This design comes from an exercise in tuning for small area on the open sky130 flow, not from production work. Only simulation tests tie the RTL to the original design; equivalence was not proved. Power and IR drop assume default switching activity.

## the baseline
## operand_fetch_top
module operand_fetch_top (
  input  logic                clk,
  input  logic                reset,
  input  logic                inst_valid,
  input  opf_pkg::inst_t      inst,
  input  logic                gpr_we,
  input  opf_pkg::reg_index_t gpr_waddr,
  input  opf_pkg::word_t      gpr_wdata,
  input  logic                spr_we,
  input  opf_pkg::spr_num_t   spr_wnum,
  input  opf_pkg::word_t      spr_wdata,
  output logic                ops_valid,
  output logic                op_cin,
  output logic                op_so,
  output opf_pkg::word_t      op_a,
  output opf_pkg::word_t      op_b,
  output opf_pkg::word_t      op_c
);
clock: 5.0 ns
lec_check: 0
cap_margin: 20
cell_pad_in_sites_detail_placement: 1
cell_pad_in_sites_global_placement: 2
core_margin: 2
core_utilization: 50
place_density: 0.6
slew_margin: 20
synth_hierarchical: 1
standard.sh (not shown) runs the stock make flow with config.mk's settings and CLKGATE_MAP_FILE= SYNTH_SCRIPT=/design/flow/synth_recipe.tcl, a recipe that flattens the netlist after the stock synthesis.
==> flow/flow/run.sh <==
#!/bin/bash
# The standard layout (the standard.sh: standard synthesis, floorplan, place, CTS, route),
# with two changes that only pick cells:
#  - the port buffers are buf_1 instead of the flow's default pick;
#  - CTS builds the tree from clkbuf_8 in sink clusters of at most 16 and adds no dummy
#    loads.
# The make output goes to standard.log here; ORFS writes each step's log under orfs/logs/.
set -euo pipefail
export BUFFER_PORTS_ARGS="-buffer_cell sky130_fd_sc_hd__buf_1"
export CTS_ARGS="-sink_clustering_enable -repair_clock_nets -dont_use_dummy_load -buf_list {sky130_fd_sc_hd__clkbuf_8} -sink_clustering_size 16 -sink_clustering_max_diameter 60"
bash standard.sh > standard.log 2>&1
What the candidate does differently from the baseline at the input level:
- swapping 50 for 45 in CORE_UTILIZATION
- swapping 0.6 for 0.55 in PLACE_DENSITY
==> flow/flow/run.sh <==
#!/bin/bash
# The standard layout (the standard.sh: standard synthesis, floorplan, place, CTS, route),
# with two changes that only pick cells:
#  - the port buffers are buf_1 instead of the flow's default pick;
#  - CTS builds the tree from clkbuf_8/clkbuf_16 in sink clusters of at most 24 and adds no dummy
#    loads.
# The make output goes to standard.log here; ORFS writes each step's log under orfs/logs/.
set -euo pipefail
export BUFFER_PORTS_ARGS="-buffer_cell sky130_fd_sc_hd__buf_1"
export CTS_ARGS="-sink_clustering_enable -repair_clock_nets -dont_use_dummy_load -buf_list {sky130_fd_sc_hd__clkbuf_8 sky130_fd_sc_hd__clkbuf_16} -sink_clustering_size 24 -sink_clustering_max_diameter 70"
bash standard.sh > standard.log 2>&1
[summary]
Overall via count from detail_route: the candidate < the baseline. Finished layout cell area deteriorates in the candidate relative to the baseline. Going from the baseline to the candidate, data arrival time of the critical path shrinks by 80 ps. Looking at termination of the worst setup path, the op_b[11] result is from the candidate; the op_c[18] one comes from the baseline. When the final numbers for the candidate and the baseline were put side by side, the reported net switching power turned out to be smaller in the baseline. Data required time at the worst endpoint down 110 ps in the candidate wrt the baseline. Area of the multi-input gates: the candidate vs the baseline, no meaningful difference. Diff the baseline -> the candidate | global routing usage on met1 | decrease of 3.7 points. Number of buffer and inverter stages on the critical path, the candidate and the baseline: lower on the baseline. The candidate: post-layout net count is 26 lower than what the baseline reported.


## run 1
operand_fetch_top again, from the RTL that the note above started with.
clock: 5.0 ns
lec_check: 0
cap_margin: 20
cell_pad_in_sites_detail_placement: 1
cell_pad_in_sites_global_placement: 2
core_margin: 2
core_utilization: 45
place_density: 0.55
slew_margin: 20
synth_hierarchical: 1
==> flow/flow/run.sh <==
#!/bin/bash
# The standard layout (the standard.sh: standard synthesis, floorplan, place, CTS, route),
# with three changes that only pick or size cells:
#  - the port buffers are buf_1 instead of the flow's default pick;
#  - CTS builds the tree from clkbuf_8 in sink clusters of at most 16 and adds no dummy
#    loads;
#  - after global routing, repair_timing's power recovery (RECOVER_POWER) downsizes cells on
#    paths that keep positive slack.
# The make output goes to standard.log here; ORFS writes each step's log under orfs/logs/.
set -euo pipefail
export BUFFER_PORTS_ARGS="-buffer_cell sky130_fd_sc_hd__buf_1"
export CTS_ARGS="-sink_clustering_enable -repair_clock_nets -dont_use_dummy_load -buf_list {sky130_fd_sc_hd__clkbuf_8} -sink_clustering_size 16 -sink_clustering_max_diameter 60"
export RECOVER_POWER=100
bash standard.sh > standard.log 2>&1
[flow] run 1 | stages: complete | final checks: fail | reason: max-capacitance violations, max-slew violations, negative setup slack
Changes in run 2 relative to run 1:
- CELL_PAD_IN_SITES_DETAIL_PLACEMENT changed from 1 to 0
- CELL_PAD_IN_SITES_GLOBAL_PLACEMENT changed from 2 to 0
==> flow/flow/run.sh <==
#!/bin/bash
# The standard layout (the standard.sh: standard synthesis, floorplan, place, CTS, route),
# with two changes that only pick cells:
#  - the port buffers are buf_1 instead of the flow's default pick;
#  - CTS builds the tree from clkbuf_8 in sink clusters of at most 16 and adds no dummy
#    loads.
# The make output goes to standard.log here; ORFS writes each step's log under orfs/logs/.
set -euo pipefail
export BUFFER_PORTS_ARGS="-buffer_cell sky130_fd_sc_hd__buf_1"
export CTS_ARGS="-sink_clustering_enable -repair_clock_nets -dont_use_dummy_load -buf_list {sky130_fd_sc_hd__clkbuf_8} -sink_clustering_size 16 -sink_clustering_max_diameter 60"
bash standard.sh > standard.log 2>&1
[summary]
Run 2 closes out successfully: all stages finished, all timing, DRC and antenna checks passed. [compare] base=run 1 new=run 2: number of cells traversed by the worst register-to-register path shows an increase of 3, sum of routed wire length over all layers shrank by 1.7 mm. [compare] base=run 1 new=run 2: sequential share of layout area moved down, power spent charging and discharging nets moved down, final cell utilization of the core moved up, fraction of area in non-clock buffers moved up, synthesis-to-finish area growth moved up. Against run 1 as the reference, run 2 delivers a lower total power of the final layout.
## Diff of input files: run 3 against run 2
- CELL_PAD_IN_SITES_DETAIL_PLACEMENT changed from 0 to 1
- CELL_PAD_IN_SITES_GLOBAL_PLACEMENT changed from 0 to 2
## What came out
Comparing worst endpoint data arrival time for run 3 and run 2, the bigger number came from run 3.
When run 3 is set beside run 2, its delay of the slowest critical-path stage turns out to be 180 ps larger.
Run 3 gives more worst-margin pin slew than run 2 did.
Diff run 2 -> run 3: final-layout clock buffer total has increased; final wirelength has increased.
In run 3, net switching power of the design is higher than in run 2.
On share of the final layout cell area in multi-input gates, run 3 and run 2 are basically level.
Starting DRC count in detailed routing in run 3 is 2610 below run 2.

==> what the ideal ports hide <==
Ports are ideal in the flow. The routed layouts listed here were re-timed in OpenROAD.
Step 1 sets driving cells, clkbuf_16 on the clock port and buf_2 on the other inputs (assumed; they add their load-dependent delay and slew).
Step 2 times the ports against the registers' clock, not the clock port: input delays grow and output delays shrink by t, the midpoint of the rising clock arrivals with the driver on.
Three values: ideal, step 1, step 2; two values: the first two.
run | shift t [ns] | slack for setup (ns) | latest minus earliest clock arrival (ns) | slew at the worst register clock pin (ns) | worst data-port slew with drivers (ns) | slew violations
the baseline | 0.921 | 0.482 / 0.482 / 0.482 | 0.079 / 0.079 | 0.11 / 0.11 | 0.18 | 0 / 0
the candidate | 0.767 | 0.457 / 0.457 / 0.457 | 0.068 / 0.068 | 0.10 / 0.10 | 0.13 | 0 / 0
run 1 | 0.924 | -0.094 / -0.085 / -1.010 | 0.108 / 0.109 | 0.11 / 0.11 | 0.15 | 1421 / 1422
run 2 | 0.909 | 0.486 / 0.486 / 0.486 | 0.100 / 0.100 | 0.11 / 0.11 | 0.15 | 0 / 0
run 3 | 0.924 | 0.426 / 0.426 / 0.426 | 0.103 / 0.104 | 0.11 / 0.11 | 0.12 | 0 / 0
With drivers on, slew violations rise in run 1. For run 1, which loses most, drivers alone change the setup slack by +0.009 ns; drivers and shift together by -0.916 ns.
